What follows belongs to an exercise in optimizing a design on an open flow for small area and a short achievable clock period; a production flow would make more cautious choices. Where RTL was checked, it was by simulation tests only, not by an equivalence proof against the original. No activity file was given, so power comes from the tool's default toggle rates.

==> run B <==
==> flow/design.v <==
package eth_sw_pkg;
    typedef logic [31:0] eth_word_t;
    typedef struct packed {
        logic      eop;
        eth_word_t data;
    } fifo_entry_t;
    typedef enum logic [1:0] {IDLE, SEND, GAP} egress_state_e;
    typedef enum logic {PORT_A, PORT_B} port_sel_e;
    localparam eth_word_t ADDR_A_DEF        = 32'hA0A0_A0A0;
    localparam eth_word_t ADDR_B_DEF        = 32'hB0B0_B0B0;
    localparam int        FIFO_DEPTH_DEF    = 32;
    localparam int        MAX_PKT_WORDS_DEF = 16;
endpackage
module eth_pkt_fifo
#(
    parameter eth_sw_pkg::eth_word_t ADDR_A        = eth_sw_pkg::ADDR_A_DEF,
    parameter eth_sw_pkg::eth_word_t ADDR_B        = eth_sw_pkg::ADDR_B_DEF,
    parameter int        FIFO_DEPTH    = eth_sw_pkg::FIFO_DEPTH_DEF,
    parameter int        MAX_PKT_WORDS = eth_sw_pkg::MAX_PKT_WORDS_DEF
) (
    input  logic        clk,
    input  logic        rst_n,
    input  logic        in_valid,
    input  logic [31:0] in_data,
    input  logic        pop,         
    input  logic        pop_last,    
    output logic [31:0] rd_data,     
    output logic        h_dest,      
    output logic        h_single,    
    output logic        pkt_avail,
    output logic        drop
);
    localparam int AW = $clog2(FIFO_DEPTH);
    localparam int WW = $clog2(MAX_PKT_WORDS + 1);
    localparam logic [AW:0]   MAX_USED = FIFO_DEPTH - MAX_PKT_WORDS;   
    localparam logic [WW-1:0] MAX_W    = MAX_PKT_WORDS;
    logic [31:0]   mem [0:FIFO_DEPTH-1];
    logic [AW-1:0] wr_ptr, rd_ptr, hdr_ptr;
    logic [AW:0]   pkt_cnt, used;
    logic [WW-1:0] wcnt;
    logic          prev_valid, storing, hdr_dest, room, avail;
    logic          sop, match_a, match_b, admit, pay_ok, pay, commit, wr_en, pop_eop;
    logic [5:0]    hrec;
    logic [31:0]   wdata;
    logic [FIFO_DEPTH-1:0] wr_dec, hdr_dec, rd_dec, we;
    always_comb begin
        match_a = (in_data == ADDR_A);
        match_b = (in_data == ADDR_B);
        sop     = in_valid & ~prev_valid;
        admit   = sop & (match_a | match_b) & room;
        pay_ok  = prev_valid & storing & (wcnt < MAX_W);
        pay     = in_valid & pay_ok;
        commit  = ~in_valid & prev_valid & storing;
        drop    = sop & ~admit;
        wr_en   = admit | pay;
        pop_eop = pop & pop_last;
        hrec    = {4'(wcnt - 2'd2), (wcnt == WW'(1)), hdr_dest};
        wdata   = {in_data[31:6], in_valid ? in_data[5:0] : hrec};
    end
    always_comb begin
        for (int i = 0; i < FIFO_DEPTH; i++) begin
            wr_dec[i]  = pay_ok & (wr_ptr == AW'(i));
            hdr_dec[i] = prev_valid & storing & (hdr_ptr == AW'(i));
            we[i]      = in_valid ? wr_dec[i] : hdr_dec[i];
        end
    end
    always_ff @(posedge clk) begin
        for (int i = 0; i < FIFO_DEPTH; i++) begin
            if (we[i]) mem[i] <= wdata;
        end
    end
    always_ff @(posedge clk) begin
        if (admit) begin
            hdr_ptr  <= wr_ptr;
            hdr_dest <= match_b;
            wcnt     <= WW'(1);
        end else if (pay) begin
            wcnt <= wcnt + 1'b1;
        end
    end
    logic [1:0] nxt_rec;
    always_comb begin
        rd_data = '0;
        nxt_rec = '0;
        for (int i = 0; i < FIFO_DEPTH; i++) begin
            rd_data   = rd_data | ({32{rd_dec[i]}} & mem[i]);
            nxt_rec   = nxt_rec | ({2{rd_dec[i]}} & mem[(i + 1) % FIFO_DEPTH][1:0]);
        end
    end
    logic hit_cur, hit_nxt;
    assign hit_cur = (hdr_ptr == rd_ptr);
    assign hit_nxt = (hdr_ptr == AW'(rd_ptr + 1'b1));
    always_ff @(posedge clk) begin
        if (commit && (pop ? hit_nxt : hit_cur)) begin
            h_dest   <= hdr_dest;
            h_single <= (wcnt == WW'(1));
        end else if (pop) begin
            h_dest   <= nxt_rec[0];
            h_single <= nxt_rec[1];
        end
    end
    logic [AW:0] used_up, used_dn, cnt_up, cnt_dn;
    assign used_up = used + 1'b1;
    assign used_dn = ~(~used + 1'b1);
    assign cnt_up  = pkt_cnt + 1'b1;
    assign cnt_dn  = ~(~pkt_cnt + 1'b1);
    always_ff @(posedge clk or negedge rst_n) begin
        if (!rst_n) begin
            wr_ptr     <= '0;
            rd_ptr     <= '0;
            rd_dec     <= FIFO_DEPTH'(1);
            used       <= '0;
            room       <= 1'b1;
            pkt_cnt    <= '0;
            avail      <= 1'b0;
            prev_valid <= 1'b1;
            storing    <= 1'b0;
        end else begin
            prev_valid <= in_valid;
            if (wr_en) wr_ptr <= wr_ptr + 1'b1;
            if (pop) begin
                rd_ptr <= rd_ptr + 1'b1;
                rd_dec <= {rd_dec[FIFO_DEPTH-2:0], rd_dec[FIFO_DEPTH-1]};
            end
            if (admit)       storing <= 1'b1;
            else if (commit) storing <= 1'b0;
            if (wr_en & ~pop) begin
                used <= used_up;
                room <= (used < MAX_USED);
            end else if (pop & ~wr_en) begin
                used <= used_dn;
                room <= (used <= MAX_USED + 1'b1);
            end
            if (commit & ~pop_eop) begin
                pkt_cnt <= cnt_up;
                avail   <= 1'b1;
            end else if (pop_eop & ~commit) begin
                pkt_cnt <= cnt_dn;
                avail   <= (pkt_cnt != (AW+1)'(1));
            end
        end
    end
    assign pkt_avail = avail;
endmodule
module eth_switch_2p
#(
    parameter eth_sw_pkg::eth_word_t ADDR_A        = eth_sw_pkg::ADDR_A_DEF,
    parameter eth_sw_pkg::eth_word_t ADDR_B        = eth_sw_pkg::ADDR_B_DEF,
    parameter int        FIFO_DEPTH    = eth_sw_pkg::FIFO_DEPTH_DEF,
    parameter int        MAX_PKT_WORDS = eth_sw_pkg::MAX_PKT_WORDS_DEF
) (
    input  logic        clk,
    input  logic        rst_n,
    input  logic        Ain,
    input  logic [31:0] inDataA,
    input  logic        Bin,
    input  logic [31:0] inDataB,
    output logic        Aout,
    output logic [31:0] outDataA,
    output logic        Bout,
    output logic [31:0] outDataB,
    output logic [15:0] drop_cnt_a,
    output logic [15:0] drop_cnt_b
);
    logic [1:0]       pop, pop_last, pkt_avail, drop, h_dest, h_single, busy;
    logic [1:0][31:0] rd_data;
    logic [1:0][31:0] port_addr;
    logic [1:0][1:0]  cand;
    logic [1:0]       contend, gnt_v, gnt, grant, idle, send, last, src, load;
    logic [1:0][1:0]  state_q;
    logic [1:0][3:0]  rem_q;
    logic [1:0]       sel_q;
    logic [1:0]       rr_q;
    logic [1:0]       out_v;
    logic [1:0][31:0] out_d;
    logic [1:0][15:0] dcnt;
    assign port_addr[0] = ADDR_A;
    assign port_addr[1] = ADDR_B;
    for (genvar f = 0; f < 2; f++) begin : g_ing
        eth_pkt_fifo #(
            .ADDR_A(ADDR_A), .ADDR_B(ADDR_B),
            .FIFO_DEPTH(FIFO_DEPTH), .MAX_PKT_WORDS(MAX_PKT_WORDS)
        ) u_fifo (
            .clk(clk), .rst_n(rst_n),
            .in_valid((f == 0) ? Ain : Bin),
            .in_data((f == 0) ? inDataA : inDataB),
            .pop(pop[f]), .pop_last(pop_last[f]),
            .rd_data(rd_data[f]), .h_dest(h_dest[f]), .h_single(h_single[f]),
            .pkt_avail(pkt_avail[f]), .drop(drop[f])
        );
    end
    always_comb begin
        busy = '0;
        for (int p = 0; p < 2; p++) begin
            if (state_q[p] == eth_sw_pkg::SEND) busy[sel_q[p]] = 1'b1;
        end
        for (int p = 0; p < 2; p++) begin
            for (int f = 0; f < 2; f++) begin
                cand[p][f] = pkt_avail[f] & ~busy[f] & (h_dest[f] == p[0]);
            end
            contend[p] = &cand[p];
            gnt_v[p]   = |cand[p];
            gnt[p]     = contend[p] ? rr_q[p] : (cand[p][0] ? 1'b0 : 1'b1);
            idle[p]    = (state_q[p] == eth_sw_pkg::IDLE);
            send[p]    = (state_q[p] == eth_sw_pkg::SEND);
            grant[p]   = idle[p] & gnt_v[p];
            last[p]    = idle[p] ? h_single[gnt[p]] : (rem_q[p] == 4'd0);
            src[p]     = idle[p] ? gnt[p] : sel_q[p];
            load[p]    = grant[p] | send[p];
        end
        pop      = '0;
        pop_last = '0;
        for (int p = 0; p < 2; p++) begin
            if (load[p]) begin
                pop[src[p]]      = 1'b1;
                pop_last[src[p]] = last[p];
            end
        end
    end
    always_ff @(posedge clk or negedge rst_n) begin
        if (!rst_n) begin
            for (int p = 0; p < 2; p++) begin
                state_q[p] <= eth_sw_pkg::IDLE;
                sel_q[p]   <= 1'b0;
                rr_q[p]    <= 1'b0;
            end
        end else begin
            for (int p = 0; p < 2; p++) begin
                case (state_q[p])
                    eth_sw_pkg::IDLE: if (gnt_v[p]) state_q[p] <= last[p] ? eth_sw_pkg::GAP : eth_sw_pkg::SEND;
                    eth_sw_pkg::SEND: if (last[p])  state_q[p] <= eth_sw_pkg::GAP;
                    default:          state_q[p] <= eth_sw_pkg::IDLE;
                endcase
                if (grant[p]) sel_q[p] <= gnt[p];
                if (idle[p] && contend[p]) rr_q[p] <= ~gnt[p];
            end
        end
    end
    always_ff @(posedge clk) begin
        for (int p = 0; p < 2; p++) begin
            if (grant[p])     rem_q[p] <= rd_data[gnt[p]][5:2];
            else if (send[p]) rem_q[p] <= rem_q[p] - 1'b1;
        end
    end
    logic [1:0][15:0] dcnt_inc;
    logic [1:0]       dcnt_full;
    always_comb begin
        for (int p = 0; p < 2; p++) begin
            dcnt_full[p] = &dcnt[p];
            for (int i = 0; i < 16; i++) begin
                dcnt_inc[p][i] = dcnt[p][i] ^ ((dcnt[p] & ((16'd1 << i) - 16'd1)) == ((16'd1 << i) - 16'd1));
            end
        end
    end
    always_ff @(posedge clk or negedge rst_n) begin
        if (!rst_n) begin
            for (int p = 0; p < 2; p++) begin
                out_v[p] <= 1'b0;
                out_d[p] <= '0;
                dcnt[p]  <= '0;
            end
        end else begin
            for (int p = 0; p < 2; p++) begin
                out_v[p] <= load[p];
                out_d[p] <= grant[p] ? port_addr[p] : (send[p] ? rd_data[sel_q[p]] : '0);
                if (drop[p] && !dcnt_full[p]) dcnt[p] <= dcnt_inc[p];
            end
        end
    end
    assign Aout       = out_v[0];
    assign outDataA   = out_d[0];
    assign Bout       = out_v[1];
    assign outDataB   = out_d[1];
    assign drop_cnt_a = dcnt[0];
    assign drop_cnt_b = dcnt[1];
endmodule
==> flow/run.sh <==
#!/bin/bash
# synth_recipe.tcl (not shown) runs the flow's synth.tcl, then flattens the netlist and writes it again
# the make line also repeats each setting of config.mk as NAME=value (left out here)
make -C /OpenROAD-flow-scripts/flow DESIGN_CONFIG=/design/flow/config.mk WORK_HOME=/design/flow/orfs CLKGATE_MAP_FILE= SYNTH_SCRIPT=/design/flow/synth_recipe.tcl finish
==> flow/config.mk <==
export PLATFORM = sky130hd
export DESIGN_NAME = eth_switch_2p
export DESIGN_NICKNAME = eth_switch_2p
export VERILOG_FILES = /design/flow/design.v
export SDC_FILE = /design/flow/constraint.sdc
export NUM_CORES = 4
export LEC_CHECK = 0
export CAP_MARGIN = 20
export CORE_MARGIN = 2
export CORE_UTILIZATION = 40
export SETUP_SLACK_MARGIN = 3.8
export SLEW_MARGIN = 20
==> flow/constraint.sdc <==
create_clock -name core_clock -period 6.5 [get_ports {clk}]
set_input_delay 1.3000 -clock core_clock [delete_from_list [all_inputs] [get_ports {clk}]]
set_output_delay 1.3000 -clock core_clock [all_outputs]
set_load 0.01 [all_outputs]
==> run G: changes against run B <==
--- a/flow/design.v
+++ b/flow/design.v
@@ -32,66 +32,49 @@
 );
     localparam int AW = $clog2(FIFO_DEPTH);
     localparam int WW = $clog2(MAX_PKT_WORDS + 1);
-    localparam logic [AW:0]   MAX_USED = FIFO_DEPTH - MAX_PKT_WORDS;   
+    localparam logic [AW:0]   MAX_USED = FIFO_DEPTH - MAX_PKT_WORDS;
     localparam logic [WW-1:0] MAX_W    = MAX_PKT_WORDS;
     logic [31:0]   mem [0:FIFO_DEPTH-1];
-    logic [AW-1:0] wr_ptr, rd_ptr, hdr_ptr;
-    logic [AW:0]   pkt_cnt, used;
+    logic [AW:0]   wr_ptr, rd_ptr, pkt_cnt, used;
+    logic [AW-1:0] hdr_ptr, rd_inc, rd_nxt;
     logic [WW-1:0] wcnt;
-    logic          prev_valid, storing, hdr_dest, room, avail;
-    logic          sop, match_a, match_b, admit, pay_ok, pay, commit, wr_en, pop_eop;
+    logic          prev_valid, storing, hdr_dest;
+    logic          sop, match_a, match_b, admit, pay, commit;
+    logic          we;
+    logic [AW-1:0] waddr;
+    logic [31:0]   wdata;
     logic [5:0]    hrec;
-    logic [31:0]   wdata;
-    logic [FIFO_DEPTH-1:0] wr_dec, hdr_dec, rd_dec, we;
+    logic [1:0]    nxt_rec;
+    assign used = wr_ptr - rd_ptr;
     always_comb begin
         match_a = (in_data == ADDR_A);
         match_b = (in_data == ADDR_B);
         sop     = in_valid & ~prev_valid;
-        admit   = sop & (match_a | match_b) & room;
-        pay_ok  = prev_valid & storing & (wcnt < MAX_W);
-        pay     = in_valid & pay_ok;
+        admit   = sop & (match_a | match_b) & (used <= MAX_USED);
+        pay     = in_valid & prev_valid & storing & (wcnt < MAX_W);
         commit  = ~in_valid & prev_valid & storing;
         drop    = sop & ~admit;
-        wr_en   = admit | pay;
-        pop_eop = pop & pop_last;
         hrec    = {4'(wcnt - 2'd2), (wcnt == WW'(1)), hdr_dest};
+        we      = prev_valid & storing & (~in_valid | (wcnt < MAX_W));
+        waddr   = in_valid ? wr_ptr[AW-1:0] : hdr_ptr;
         wdata   = {in_data[31:6], in_valid ? in_data[5:0] : hrec};
     end
-    always_comb begin
-        for (int i = 0; i < FIFO_DEPTH; i++) begin
-            wr_dec[i]  = pay_ok & (wr_ptr == AW'(i));
-            hdr_dec[i] = prev_valid & storing & (hdr_ptr == AW'(i));
-            we[i]      = in_valid ? wr_dec[i] : hdr_dec[i];
-        end
-    end
-    always_ff @(posedge clk) begin
-        for (int i = 0; i < FIFO_DEPTH; i++) begin
-            if (we[i]) mem[i] <= wdata;
-        end
+    always_ff @(posedge clk) begin
+        if (we) mem[waddr] <= wdata;
     end
     always_ff @(posedge clk) begin
         if (admit) begin
-            hdr_ptr  <= wr_ptr;
+            hdr_ptr  <= wr_ptr[AW-1:0];
             hdr_dest <= match_b;
             wcnt     <= WW'(1);
         end else if (pay) begin
             wcnt <= wcnt + 1'b1;
         end
     end
-    logic [1:0] nxt_rec;
-    always_comb begin
-        rd_data = '0;
-        nxt_rec = '0;
-        for (int i = 0; i < FIFO_DEPTH; i++) begin
-            rd_data   = rd_data | ({32{rd_dec[i]}} & mem[i]);
-            nxt_rec   = nxt_rec | ({2{rd_dec[i]}} & mem[(i + 1) % FIFO_DEPTH][1:0]);
-        end
-    end
-    logic hit_cur, hit_nxt;
-    assign hit_cur = (hdr_ptr == rd_ptr);
-    assign hit_nxt = (hdr_ptr == AW'(rd_ptr + 1'b1));
-    always_ff @(posedge clk) begin
-        if (commit && (pop ? hit_nxt : hit_cur)) begin
+    assign rd_inc = rd_ptr[AW-1:0] + 1'b1;
+    assign rd_nxt = pop ? rd_inc : rd_ptr[AW-1:0];
+    always_ff @(posedge clk) begin
+        if (commit && (hdr_ptr == rd_nxt)) begin
             h_dest   <= hdr_dest;
             h_single <= (wcnt == WW'(1));
         end else if (pop) begin
@@ -99,48 +82,37 @@
             h_single <= nxt_rec[1];
         end
     end
-    logic [AW:0] used_up, used_dn, cnt_up, cnt_dn;
-    assign used_up = used + 1'b1;
-    assign used_dn = ~(~used + 1'b1);
-    assign cnt_up  = pkt_cnt + 1'b1;
-    assign cnt_dn  = ~(~pkt_cnt + 1'b1);
     always_ff @(posedge clk or negedge rst_n) begin
         if (!rst_n) begin
             wr_ptr     <= '0;
             rd_ptr     <= '0;
-            rd_dec     <= FIFO_DEPTH'(1);
-            used       <= '0;
-            room       <= 1'b1;
             pkt_cnt    <= '0;
-            avail      <= 1'b0;
             prev_valid <= 1'b1;
             storing    <= 1'b0;
         end else begin
             prev_valid <= in_valid;
-            if (wr_en) wr_ptr <= wr_ptr + 1'b1;
-            if (pop) begin
-                rd_ptr <= rd_ptr + 1'b1;
-                rd_dec <= {rd_dec[FIFO_DEPTH-2:0], rd_dec[FIFO_DEPTH-1]};
-            end
+            if (admit | pay) wr_ptr <= wr_ptr + 1'b1;
+            if (pop)         rd_ptr <= rd_ptr + 1'b1;
             if (admit)       storing <= 1'b1;
             else if (commit) storing <= 1'b0;
-            if (wr_en & ~pop) begin
-                used <= used_up;
-                room <= (used < MAX_USED);
-            end else if (pop & ~wr_en) begin
-                used <= used_dn;
-                room <= (used <= MAX_USED + 1'b1);
-            end
-            if (commit & ~pop_eop) begin
-                pkt_cnt <= cnt_up;
-                avail   <= 1'b1;
-            end else if (pop_eop & ~commit) begin
-                pkt_cnt <= cnt_dn;
-                avail   <= (pkt_cnt != (AW+1)'(1));
-            end
-        end
-    end
-    assign pkt_avail = avail;
+            case ({commit, pop & pop_last})
+                2'b10:   pkt_cnt <= pkt_cnt + 1'b1;
+                2'b01:   pkt_cnt <= pkt_cnt - 1'b1;
+                default: pkt_cnt <= pkt_cnt;
+            endcase
+        end
+    end
+    logic [FIFO_DEPTH-1:0] rd_dec;
+    always_comb begin
+        rd_data = '0;
+        nxt_rec = '0;
+        for (int i = 0; i < FIFO_DEPTH; i++) begin
+            rd_dec[i] = (rd_ptr[AW-1:0] == AW'(i));
+            rd_data   = rd_data | ({32{rd_dec[i]}} & mem[i]);
+            nxt_rec   = nxt_rec | ({2{rd_dec[i]}} & mem[(i + 1) % FIFO_DEPTH][1:0]);
+        end
+    end
+    assign pkt_avail = (pkt_cnt != '0);
 endmodule
 module eth_switch_2p
 #(
@@ -242,16 +214,6 @@
             else if (send[p]) rem_q[p] <= rem_q[p] - 1'b1;
         end
     end
-    logic [1:0][15:0] dcnt_inc;
-    logic [1:0]       dcnt_full;
-    always_comb begin
-        for (int p = 0; p < 2; p++) begin
-            dcnt_full[p] = &dcnt[p];
-            for (int i = 0; i < 16; i++) begin
-                dcnt_inc[p][i] = dcnt[p][i] ^ ((dcnt[p] & ((16'd1 << i) - 16'd1)) == ((16'd1 << i) - 16'd1));
-            end
-        end
-    end
     always_ff @(posedge clk or negedge rst_n) begin
         if (!rst_n) begin
             for (int p = 0; p < 2; p++) begin
@@ -263,7 +225,7 @@
             for (int p = 0; p < 2; p++) begin
                 out_v[p] <= load[p];
                 out_d[p] <= grant[p] ? port_addr[p] : (send[p] ? rd_data[sel_q[p]] : '0);
-                if (drop[p] && !dcnt_full[p]) dcnt[p] <= dcnt_inc[p];
+                if (drop[p] && (dcnt[p] != 16'hFFFF)) dcnt[p] <= dcnt[p] + 1'b1;
             end
         end
     end
--- a/flow/config.mk
+++ b/flow/config.mk
@@ -8,5 +8,4 @@
 export CAP_MARGIN = 20
 export CORE_MARGIN = 2
 export CORE_UTILIZATION = 40
-export SETUP_SLACK_MARGIN = 3.8
 export SLEW_MARGIN = 20
==> comparison table <==
Result of the run: run B finished clean; run G finished clean
Number of sinks driven by the clock tree: run B 2304; run G 2228
Xor-xnor portion of the synthesized cell area: run B 0.876%; run G 0.884%
Maximum VDD drop: run B 0.294 mV; run G 0.313 mV
Pin slew with the least headroom to its limit: run B 1.15 ns; run G 1.24 ns
Largest net degree at the start of global routing: run B 112; run G 66
Sequential Power Share: run B 49.0%; run G 42.9%
Routing usage on met3: run B 5.60%; run G 6.87%
Met3 Wirelength: run B 36.6 mm; run G 37.1 mm
Final clock period utilization by the worst path: run B 49.3%; run G 69.0%
Sw Ratio: run B 24.7%; run G 32.2%
Largest incremental delay on the critical path: run B 0.48 ns; run G 0.89 ns
Register Area: run B 68200 sq um; run G 66100 sq um
The RTL of run G was laid out without a check of its function.

-- afterwards: timing with drivers on the ports --
In the flow no input, the clock included, has a driving cell. The finished layouts below were timed again as built, in two steps. Step 1 sets driving cells, clkbuf_16 on the clock port and buf_2 on the other inputs (assumed; they add their load-dependent delay and slew). Step 2 adds t to the input delays and takes it off the output delays; t is the mean of the earliest and latest rising clock arrival at the registers after step 1. Input paths then give back, and output paths get back, about the clock's delay inside the block. Three values: ideal ports, drivers, drivers and shift; two values: the first two.
| run | t (ns) | setup slack, ns | latest minus earliest clock arrival (ns) | cell pins on the clock port's net |
|---|---|---|---|---|
| run B | 0.961 | 3.295 / 3.295 / 2.524 | 0.073 / 0.074 | 1 |
| run G | 0.941 | 2.018 / 2.018 / 1.165 | 0.086 / 0.086 | 1 |
After both steps every run listed still meets setup and hold. For run G, which loses most, drivers alone change the setup slack by 0.000 ns; drivers and shift together by -0.853 ns.
